This is an optimization exercise on Yosys and OpenROAD, whose aim is small area, not a production implementation. In this exercise RTL edits were held to simulation tests only and were not proved equivalent to the original. No activity file was given, so power comes from the tool's default toggle rates.

==> job 8786: inputs <==
==> flow/design.v <==
package fabric_pkg;
  localparam int LUT_K   = 4;
  localparam int SEL_W   = 3;
  localparam int TRUTH_W = 2 ** LUT_K;
  localparam int TRUTH_LSB = 0;
  localparam int SEL_LSB   = 16;
  localparam int REG_BIT   = 28;
  localparam int REGION_FIELD_LSB = 8;
  localparam int REGION_FIELD_W   = 4;
  typedef logic [31:0] wb_addr_t;
  typedef logic [31:0] wb_data_t;
  typedef logic [3:0]  wb_sel_t;
  typedef logic [31:0]        cfg_word_t;
  typedef logic [TRUTH_W-1:0] truth_t;
  typedef logic [15:0]        push_count_t;
  typedef logic [REGION_FIELD_LSB-1:0] reg_offset_t;
  typedef logic [REGION_FIELD_W-1:0]   region_id_t;
  localparam reg_offset_t CTRL_OFFSET     = 8'h00;
  localparam reg_offset_t COL_OFFSET_BASE = 8'h04;
  typedef enum logic {
    REG_IDLE,
    REG_ACK
  } region_state_t;
endpackage
`timescale 1ns/1ps
module logic_cell #(
  parameter int WS = 4
) (
  input  logic                  wb_clk_i,
  input  logic                  arst_n_i,
  input  logic                  cen_i,
  input  logic                  cfg_shift_i,
  input  logic                  valid_i,
  input  logic [28:0]           cfg_i,
  input  logic [WS-1:0]         west_i,
  input  logic [WS-1:0]         fb_i,
  output logic [28:0]           cfg_o,
  output logic                  q_o,
  output logic                  out_o
);
  logic [28:0]                    cfg_q;
  fabric_pkg::truth_t             truth;
  logic [fabric_pkg::LUT_K-1:0]   lut_in_n;
  logic                           lut_out;
  logic                           ff_q;
  always_ff @(posedge wb_clk_i) begin
    if (cfg_shift_i) begin
      cfg_q <= cfg_i;
    end
  end
  assign truth = cfg_q[fabric_pkg::TRUTH_LSB +: fabric_pkg::TRUTH_W];
  for (genvar k = 0; k < fabric_pkg::LUT_K; k++) begin : g_sel
    logic [fabric_pkg::SEL_W-1:0] sel;
    assign sel = cfg_q[fabric_pkg::SEL_LSB + k * fabric_pkg::SEL_W +: fabric_pkg::SEL_W];
    logic west_sel;
    logic fb_sel;
    fabric_mux4 west_mux_i (.d_i(west_i), .s_i(sel[1:0]), .y_o(west_sel));
    fabric_mux4 fb_mux_i   (.d_i(fb_i),   .s_i(sel[1:0]), .y_o(fb_sel));
    fabric_mux2i in_mux_i (.d_i({fb_sel, west_sel}), .s_i(sel[2]), .y_no(lut_in_n[k]));
  end
  fabric_pkg::truth_t truth_rev;
  logic [3:0] lut_lo;
  logic       lut_raw;
  for (genvar b = 0; b < fabric_pkg::TRUTH_W; b++) begin : g_rev
    assign truth_rev[b] = truth[fabric_pkg::TRUTH_W-1-b];
  end
  for (genvar m = 0; m < 4; m++) begin : g_lut
    fabric_mux4 lut_mux_i (.d_i(truth_rev[4*m +: 4]), .s_i(lut_in_n[1:0]), .y_o(lut_lo[m]));
  end
  fabric_mux4 lut_top_i (.d_i(lut_lo), .s_i(lut_in_n[3:2]), .y_o(lut_raw));
  assign lut_out = valid_i & lut_raw;
  always_ff @(posedge wb_clk_i or negedge arst_n_i) begin
    if (!arst_n_i) begin
      ff_q <= 1'b0;
    end else if (cen_i) begin
      ff_q <= lut_out;
    end
  end
  assign out_o = valid_i & (cfg_q[fabric_pkg::REG_BIT] ? ff_q : lut_raw);
  assign q_o   = ff_q;
  assign cfg_o = cfg_q;
endmodule
module fabric_mux4 (
  input  logic [3:0] d_i,
  input  logic [1:0] s_i,
  output logic       y_o
);
  assign y_o = d_i[s_i];
endmodule
module fabric_mux2i (
  input  logic [1:0] d_i,
  input  logic       s_i,
  output logic       y_no
);
  assign y_no = ~d_i[s_i];
endmodule
`timescale 1ns/1ps
module clb_tile_unidir #(
  parameter int WS = 4
) (
  input  logic                  wb_clk_i,
  input  logic                  arst_n_i,
  input  logic                  cen_i,
  input  logic                  cfg_shift_i,
  input  logic [WS-1:0]         valid_i,
  input  logic [28:0]           cfg_i,
  input  logic [WS-1:0]         west_i,
  output logic [28:0]           cfg_o,
  output logic [WS-1:0]         east_o
);
  logic [28:0] cfg_chain [WS+1];
  logic [WS-1:0] q_bus;
  logic [WS-1:0] cell_out;
  assign cfg_chain[0] = cfg_i;
  for (genvar i = 0; i < WS; i++) begin : g_cell
    logic_cell #(
      .WS(WS)
    ) logic_cell_i (
      .wb_clk_i   (wb_clk_i),
      .arst_n_i   (arst_n_i),
      .cen_i      (cen_i),
      .cfg_shift_i(cfg_shift_i),
      .valid_i    (valid_i[i]),
      .cfg_i      (cfg_chain[i]),
      .west_i     (west_i),
      .fb_i       (q_bus),
      .cfg_o      (cfg_chain[i+1]),
      .q_o        (q_bus[i]),
      .out_o      (cell_out[i])
    );
  end
  assign cfg_o = cfg_chain[WS];
  assign east_o = cell_out;
endmodule
`timescale 1ns/1ps
module fabric_config_region #(
  parameter int COLS_PER_REGION    = 2,
  parameter int NUM_CONFIG_REGIONS = 2,
  parameter int CHAIN              = 8
) (
  input  logic                       wb_clk_i,
  input  logic                       arst_n_i,
  input  logic                       wbs_cyc_i,
  input  logic                       wbs_stb_i,
  input  logic                       wbs_we_i,
  input  fabric_pkg::wb_sel_t        wbs_sel_i,
  input  fabric_pkg::wb_addr_t       wbs_addr_i,
  input  fabric_pkg::wb_data_t       wbs_data_i,
  output logic                       wbs_ack_o,
  output fabric_pkg::wb_data_t       wbs_data_o,
  output logic [28:0]                cfg_o,
  output logic [NUM_CONFIG_REGIONS*COLS_PER_REGION-1:0] col_shift_o,
  output logic [NUM_CONFIG_REGIONS*COLS_PER_REGION*CHAIN-1:0] col_valid_o,
  output logic [NUM_CONFIG_REGIONS-1:0] cen_o
);
  localparam int NCOL = NUM_CONFIG_REGIONS * COLS_PER_REGION;
  fabric_pkg::reg_offset_t    offset;
  fabric_pkg::push_count_t    push_count_q [NCOL];
  logic [NUM_CONFIG_REGIONS-1:0] ack_q;
  logic [NUM_CONFIG_REGIONS-1:0] cen_q;
  logic [NUM_CONFIG_REGIONS-1:0] accept;
  logic [COLS_PER_REGION-1:0] col_sel;
  logic [COLS_PER_REGION-1:0] rd_col_q;
  logic [COLS_PER_REGION-1:0] wr_col_q;
  logic                       rd_ctrl_q;
  logic                       is_ctrl;
  logic                       full_word;
  logic [28:0]                cfg_q;
  assign offset    = wbs_addr_i[fabric_pkg::REGION_FIELD_LSB-1:0];
  assign is_ctrl   = (offset == fabric_pkg::CTRL_OFFSET);
  assign full_word = &wbs_sel_i;
  always_comb begin
    for (int c = 0; c < COLS_PER_REGION; c++) begin
      col_sel[c] = (offset == fabric_pkg::reg_offset_t'(fabric_pkg::COL_OFFSET_BASE + 4 * c));
    end
  end
  for (genvar r = 0; r < NUM_CONFIG_REGIONS; r++) begin : g_acc
    assign accept[r] = wbs_cyc_i && wbs_stb_i && !ack_q[r] &&
                       (wbs_addr_i[fabric_pkg::REGION_FIELD_LSB +: fabric_pkg::REGION_FIELD_W] ==
                        fabric_pkg::region_id_t'(r));
  end
  always_ff @(posedge wb_clk_i or negedge arst_n_i) begin
    if (!arst_n_i) begin
      ack_q <= '0;
      cen_q <= '0;
    end else begin
      ack_q <= accept;
      for (int r = 0; r < NUM_CONFIG_REGIONS; r++) begin
        if (accept[r] && wbs_we_i && is_ctrl && wbs_sel_i[0]) begin
          cen_q[r] <= wbs_data_i[0];
        end
      end
    end
  end
  always_ff @(posedge wb_clk_i) begin
    cfg_q     <= wbs_data_i[28:0];
    rd_ctrl_q <= !wbs_we_i && is_ctrl;
    rd_col_q  <= wbs_we_i ? '0 : col_sel;
    wr_col_q  <= (wbs_we_i && full_word) ? col_sel : '0;
  end
  for (genvar c = 0; c < NCOL; c++) begin : g_col
    assign col_shift_o[c] = ack_q[c / COLS_PER_REGION] && wr_col_q[c % COLS_PER_REGION];
    always_ff @(posedge wb_clk_i or negedge arst_n_i) begin
      if (!arst_n_i) begin
        push_count_q[c] <= '0;
      end else if (col_shift_o[c] && (push_count_q[c] != '1)) begin
        push_count_q[c] <= push_count_q[c] + 1'b1;
      end
    end
    for (genvar j = 0; j < CHAIN; j++) begin : g_valid
      assign col_valid_o[c * CHAIN + j] = (push_count_q[c] > fabric_pkg::push_count_t'(j));
    end
  end
  always_comb begin
    wbs_data_o = '0;
    for (int r = 0; r < NUM_CONFIG_REGIONS; r++) begin
      wbs_data_o[0] = wbs_data_o[0] | (ack_q[r] & rd_ctrl_q & cen_q[r]);
      for (int c = 0; c < COLS_PER_REGION; c++) begin
        if (ack_q[r] && rd_col_q[c]) begin
          wbs_data_o[15:0] = wbs_data_o[15:0] | push_count_q[r * COLS_PER_REGION + c];
        end
      end
    end
  end
  assign wbs_ack_o = |ack_q;
  assign cfg_o     = cfg_q;
  assign cen_o     = cen_q;
endmodule
`timescale 1ns/1ps
module fpga_unidir #(
  parameter int MX                 = 4,
  parameter int MY                 = 2,
  parameter int WS                 = 4,
  parameter int NUM_CONFIG_REGIONS = 2
) (
  input  logic                  wb_clk_i,
  input  logic                  arst_n_i,
  input  logic                  wbs_cyc_i,
  input  logic                  wbs_stb_i,
  input  logic                  wbs_we_i,
  input  fabric_pkg::wb_sel_t   wbs_sel_i,
  input  fabric_pkg::wb_addr_t  wbs_addr_i,
  input  fabric_pkg::wb_data_t  wbs_data_i,
  output logic                  wbs_ack_o,
  output fabric_pkg::wb_data_t  wbs_data_o,
  input  logic [MY*WS-1:0]      fabric_in_i,
  output logic [MY*WS-1:0]      fabric_out_o
);
  localparam int COLS_PER_REGION = MX / NUM_CONFIG_REGIONS;
  localparam int CHAIN           = MY * WS;
  logic [WS-1:0]         west_w [MY][MX+1];
  logic [28:0]           cfg_w [MY+1][MX];
  logic [28:0]           bus_cfg;
  logic [MX-1:0]         col_shift;
  logic [MX*CHAIN-1:0]   col_valid;
  logic [NUM_CONFIG_REGIONS-1:0] region_cen;
  for (genvar y = 0; y < MY; y++) begin : g_row
    assign west_w[y][0]              = fabric_in_i[y*WS +: WS];
    assign fabric_out_o[y*WS +: WS]  = west_w[y][MX];
    for (genvar x = 0; x < MX; x++) begin : g_col
      clb_tile_unidir #(
        .WS(WS)
      ) clb_tile_unidir_i (
        .wb_clk_i   (wb_clk_i),
        .arst_n_i   (arst_n_i),
        .cen_i      (region_cen[x / COLS_PER_REGION]),
        .cfg_shift_i(col_shift[x]),
        .valid_i    (col_valid[x*CHAIN + y*WS +: WS]),
        .cfg_i      (cfg_w[y][x]),
        .west_i     (west_w[y][x]),
        .cfg_o      (cfg_w[y+1][x]),
        .east_o     (west_w[y][x+1])
      );
    end
  end
  for (genvar x = 0; x < MX; x++) begin : g_fan
    assign cfg_w[0][x] = bus_cfg;
  end
  fabric_config_region #(
    .COLS_PER_REGION   (COLS_PER_REGION),
    .NUM_CONFIG_REGIONS(NUM_CONFIG_REGIONS),
    .CHAIN             (CHAIN)
  ) fabric_config_region_i (
    .wb_clk_i   (wb_clk_i),
    .arst_n_i   (arst_n_i),
    .wbs_cyc_i  (wbs_cyc_i),
    .wbs_stb_i  (wbs_stb_i),
    .wbs_we_i   (wbs_we_i),
    .wbs_sel_i  (wbs_sel_i),
    .wbs_addr_i (wbs_addr_i),
    .wbs_data_i (wbs_data_i),
    .wbs_ack_o  (wbs_ack_o),
    .wbs_data_o (wbs_data_o),
    .cfg_o      (bus_cfg),
    .col_shift_o(col_shift),
    .col_valid_o(col_valid),
    .cen_o      (region_cen)
  );
endmodule
==> flow/flow/run.sh <==
#!/bin/bash
# Standard layout, logged here
cat standard.sh > standard_sh_copy.log
cat config.mk > config_mk_copy.log
bash standard.sh > standard.log 2>&1
==> flow/standard.sh <==
#!/bin/bash
# synth_recipe.tcl (not shown) runs the flow's synth.tcl, then flattens the netlist and writes it again
# the make line also repeats each setting of config.mk as NAME=value (left out here)
make -C /OpenROAD-flow-scripts/flow DESIGN_CONFIG=/design/flow/config.mk WORK_HOME=/design/flow/orfs CLKGATE_MAP_FILE= SYNTH_SCRIPT=/design/flow/synth_recipe.tcl "${@:-finish}"
==> flow/config.mk <==
export PLATFORM = sky130hd
export DESIGN_NAME = fpga_unidir
export DESIGN_NICKNAME = fpga_unidir
export VERILOG_FILES = /design/flow/design.v
export SDC_FILE = /design/flow/constraint.sdc
export NUM_CORES = 4
export LEC_CHECK = 0
export CAP_MARGIN = 20
export CORE_MARGIN = 2
export CORE_UTILIZATION = 55
export CTS_BUF_LIST = sky130_fd_sc_hd__clkbuf_4 sky130_fd_sc_hd__clkbuf_8
export SLEW_MARGIN = 20
export SYNTH_HIERARCHICAL = 1
==> flow/constraint.sdc <==
create_clock -name core_clock -period 16.0 [get_ports {wb_clk_i}]
set_input_delay 3.2000 -clock core_clock [delete_from_list [all_inputs] [get_ports {wb_clk_i}]]
set_output_delay 3.2000 -clock core_clock [all_outputs]
set_load 0.01 [all_outputs]
==> inputs of job 2368, as changes to job 8786 <==
==> flow/flow/run.sh (replaced) <==
#!/bin/bash
# Standard synthesis, then the standard ORFS layout steps with a leaner clock
# tree (larger sink clusters, no dummy loads) and the smallest buffer on each
# port. Every tool's output goes to a log file in this folder.
set -euo pipefail
bash standard.sh synth > synth.log 2>&1
bash standard.sh \
  'CTS_ARGS=-sink_clustering_enable -repair_clock_nets -dont_use_dummy_load -sink_clustering_size 16 -sink_clustering_max_diameter 60 -buf_list {sky130_fd_sc_hd__clkbuf_4 sky130_fd_sc_hd__clkbuf_8}' \
  'BUFFER_PORTS_ARGS=-inputs -outputs -buffer_cell sky130_fd_sc_hd__buf_1' \
  finish > layout.log 2>&1
--- a/flow/config.mk
+++ b/flow/config.mk
@@ -8,6 +8,5 @@
 export CAP_MARGIN = 20
 export CORE_MARGIN = 2
 export CORE_UTILIZATION = 55
-export CTS_BUF_LIST = sky130_fd_sc_hd__clkbuf_4 sky130_fd_sc_hd__clkbuf_8
 export SLEW_MARGIN = 20
 export SYNTH_HIERARCHICAL = 1
==> inputs of job 9417, as changes to job 8786 <==
--- a/flow/design.v
+++ b/flow/design.v
@@ -200,11 +200,18 @@
   end
   for (genvar c = 0; c < NCOL; c++) begin : g_col
     assign col_shift_o[c] = ack_q[c / COLS_PER_REGION] && wr_col_q[c % COLS_PER_REGION];
+    fabric_pkg::push_count_t toggle;
+    always_comb begin
+      toggle[0] = col_shift_o[c] && (push_count_q[c] != '1);
+      for (int b = 1; b < 16; b++) begin
+        toggle[b] = toggle[b-1] && push_count_q[c][b-1];
+      end
+    end
     always_ff @(posedge wb_clk_i or negedge arst_n_i) begin
       if (!arst_n_i) begin
         push_count_q[c] <= '0;
-      end else if (col_shift_o[c] && (push_count_q[c] != '1)) begin
-        push_count_q[c] <= push_count_q[c] + 1'b1;
+      end else begin
+        push_count_q[c] <= push_count_q[c] ^ toggle;
       end
     end
     for (genvar j = 0; j < CHAIN; j++) begin : g_valid
==> flow/flow/run.sh (replaced) <==
#!/bin/bash
# Standard synthesis, then the standard ORFS layout steps with a leaner clock
# tree (larger sink clusters, no dummy loads) and the smallest buffer on each
# port. Every tool's output goes to a log file in this folder.
set -euo pipefail
bash standard.sh synth > synth.log 2>&1
bash standard.sh \
  'CTS_ARGS=-sink_clustering_enable -repair_clock_nets -dont_use_dummy_load -sink_clustering_size 24 -sink_clustering_max_diameter 45 -buf_list {sky130_fd_sc_hd__clkbuf_4 sky130_fd_sc_hd__clkbuf_8}' \
  'BUFFER_PORTS_ARGS=-inputs -outputs -buffer_cell sky130_fd_sc_hd__buf_1' \
  finish > layout.log 2>&1
==> flow/config.mk (replaced) <==
export PLATFORM = sky130hd
export DESIGN_NAME = fpga_unidir
export DESIGN_NICKNAME = fpga_unidir
export VERILOG_FILES = /design/flow/design.v
export SDC_FILE = /design/flow/constraint.sdc
export NUM_CORES = 4
export LEC_CHECK = 0
export CAP_MARGIN = 5
export CORE_MARGIN = 2
export CORE_UTILIZATION = 70
export PLACE_DENSITY = 0.78
export SLEW_MARGIN = 5
export SYNTH_HIERARCHICAL = 1
==> inputs of job 1582, as changes to job 8786 <==
--- a/flow/design.v
+++ b/flow/design.v
@@ -200,11 +200,18 @@
   end
   for (genvar c = 0; c < NCOL; c++) begin : g_col
     assign col_shift_o[c] = ack_q[c / COLS_PER_REGION] && wr_col_q[c % COLS_PER_REGION];
+    fabric_pkg::push_count_t toggle;
+    always_comb begin
+      toggle[0] = col_shift_o[c] && (push_count_q[c] != '1);
+      for (int b = 1; b < 16; b++) begin
+        toggle[b] = toggle[b-1] && push_count_q[c][b-1];
+      end
+    end
     always_ff @(posedge wb_clk_i or negedge arst_n_i) begin
       if (!arst_n_i) begin
         push_count_q[c] <= '0;
-      end else if (col_shift_o[c] && (push_count_q[c] != '1)) begin
-        push_count_q[c] <= push_count_q[c] + 1'b1;
+      end else begin
+        push_count_q[c] <= push_count_q[c] ^ toggle;
       end
     end
     for (genvar j = 0; j < CHAIN; j++) begin : g_valid
==> flow/flow/run.sh (replaced) <==
#!/bin/bash
# Standard synthesis, then the standard ORFS layout steps with a leaner clock
# tree (larger sink clusters, no dummy loads) and the smallest buffer on each
# port. Every tool's output goes to a log file in this folder.
set -euo pipefail
bash standard.sh synth > synth.log 2>&1
bash standard.sh \
  'CTS_ARGS=-sink_clustering_enable -repair_clock_nets -dont_use_dummy_load -sink_clustering_size 30 -sink_clustering_max_diameter 45 -sink_clustering_buffer sky130_fd_sc_hd__clkbuf_16 -buf_list {sky130_fd_sc_hd__clkbuf_4 sky130_fd_sc_hd__clkbuf_8 sky130_fd_sc_hd__clkbuf_16}' \
  'BUFFER_PORTS_ARGS=-inputs -outputs -buffer_cell sky130_fd_sc_hd__buf_1' \
  finish > layout.log 2>&1
==> flow/config.mk (replaced) <==
export PLATFORM = sky130hd
export DESIGN_NAME = fpga_unidir
export DESIGN_NICKNAME = fpga_unidir
export VERILOG_FILES = /design/flow/design.v
export SDC_FILE = /design/flow/constraint.sdc
export NUM_CORES = 4
export LEC_CHECK = 0
export CAP_MARGIN = 5
export CORE_MARGIN = 2
export CORE_UTILIZATION = 70
export PLACE_DENSITY = 0.78
export SLEW_MARGIN = 5
export SYNTH_HIERARCHICAL = 1
==> comparison table <==
| metric | job 8786 | job 2368 | job 9417 | job 1582 |
|---|---|---|---|---|
| Result of the run | finished clean | finished clean | finished clean | finished clean |
| Simple-gate share of the synthesized area | 0.0317 | 0.0317 | 0.0215 | 0.0215 |
| Initial drt markers | 1939 | 2278 | 2368 | 2519 |
| Multi-input combinational area share | 0.271 | 0.285 | 0.279 | 0.273 |
| Sequential cell area share | 0.592 | 0.631 | 0.641 | 0.625 |
| Global-route wire length before repair | 152 mm | 148 mm | 136 mm | 145 mm |
| Diode count | 3 | 7 | 11 | 11 |
| Data arrival at the endpoint of the critical path | 12.49 ns | 12.49 ns | 12.56 ns | 12.64 ns |
| End point of the critical path | fabric_out_o[6] | fabric_out_o[5] | fabric_out_o[2] | fabric_out_o[3] |
| Met1 track demand over resource | 0.334 | 0.334 | 0.399 | 0.411 |
| Register area share after synthesis | 0.686 | 0.686 | 0.696 | 0.696 |
| Power in the clock group | 2.36 mW | 1.31 mW | 1.37 mW | 2.01 mW |
| Part of the power in combinational logic | 0.014 | 0.015 | 0.015 | 0.013 |
| Synth Area in Adders | 0.00553 | 0.00553 | 0.0168 | 0.0168 |
| Worst hold slack across all endpoints | 0.434 ns | 0.416 ns | 0.390 ns | 0.412 ns |
| Number of library cell types mapped by synthesis | 53 | 53 | 31 | 31 |
| Number of gates on the worst path with buffers counted | 32 | 32 | 30 | 30 |
| Clock latency at the later pin of the worst-skew pair | 0.82 ns | 0.74 ns | 0.73 ns | 0.67 ns |
| Global-route usage over all layers | 0.240 | 0.235 | 0.283 | 0.303 |
| Final standard cell count with taps included and fillers excluded | 3784 | 3527 | 3179 | 3179 |
| Minimum period implied by the final worst setup slack | 15.69 ns | 15.69 ns | 15.76 ns | 15.84 ns |
| Share of total power in the clock network | 0.434 | 0.300 | 0.308 | 0.395 |
| Utilization after layout | 0.641 | 0.601 | 0.768 | 0.788 |
| CP startpoint | fabric_in_i[7] | fabric_in_i[7] | fabric_in_i[2] | fabric_in_i[2] |
| Post-synth top area share | 0.616 | 0.616 | 0.625 | 0.625 |

re-timing with driven ports:
The flow's constraints put no driver on any port. The routed layouts listed below were extracted and timed again, unchanged, in two steps. Step 1: set_driving_cell puts a clkbuf_16 on wb_clk_i and a buf_2 on each other input, an assumption about the parent block. Step 2 times the ports against the registers' clock, not the clock port: input delays grow and output delays shrink by t, the midpoint of the rising clock arrivals with the driver on. Three values: no drivers, after step 1, after step 2; two values: the first two.
run	t, ns	setup WS [ns]	hold slack, ns	worst register clock-pin slew, ns	worst data-port slew with drivers (ns)
job 8786	0.863	0.308 / 0.287 / 0.287	0.434 / 0.434 / 0.434	0.07 / 0.07	0.04
job 2368	0.748	0.311 / 0.289 / 0.289	0.416 / 0.416 / 0.416	0.11 / 0.11	0.04
job 9417	0.751	0.238 / 0.215 / 0.215	0.390 / 0.390 / 0.390	0.11 / 0.11	0.04
job 1582	0.706	0.156 / 0.133 / 0.133	0.412 / 0.412 / 0.412	0.07 / 0.07	0.04
After both steps every run listed still meets setup and hold.
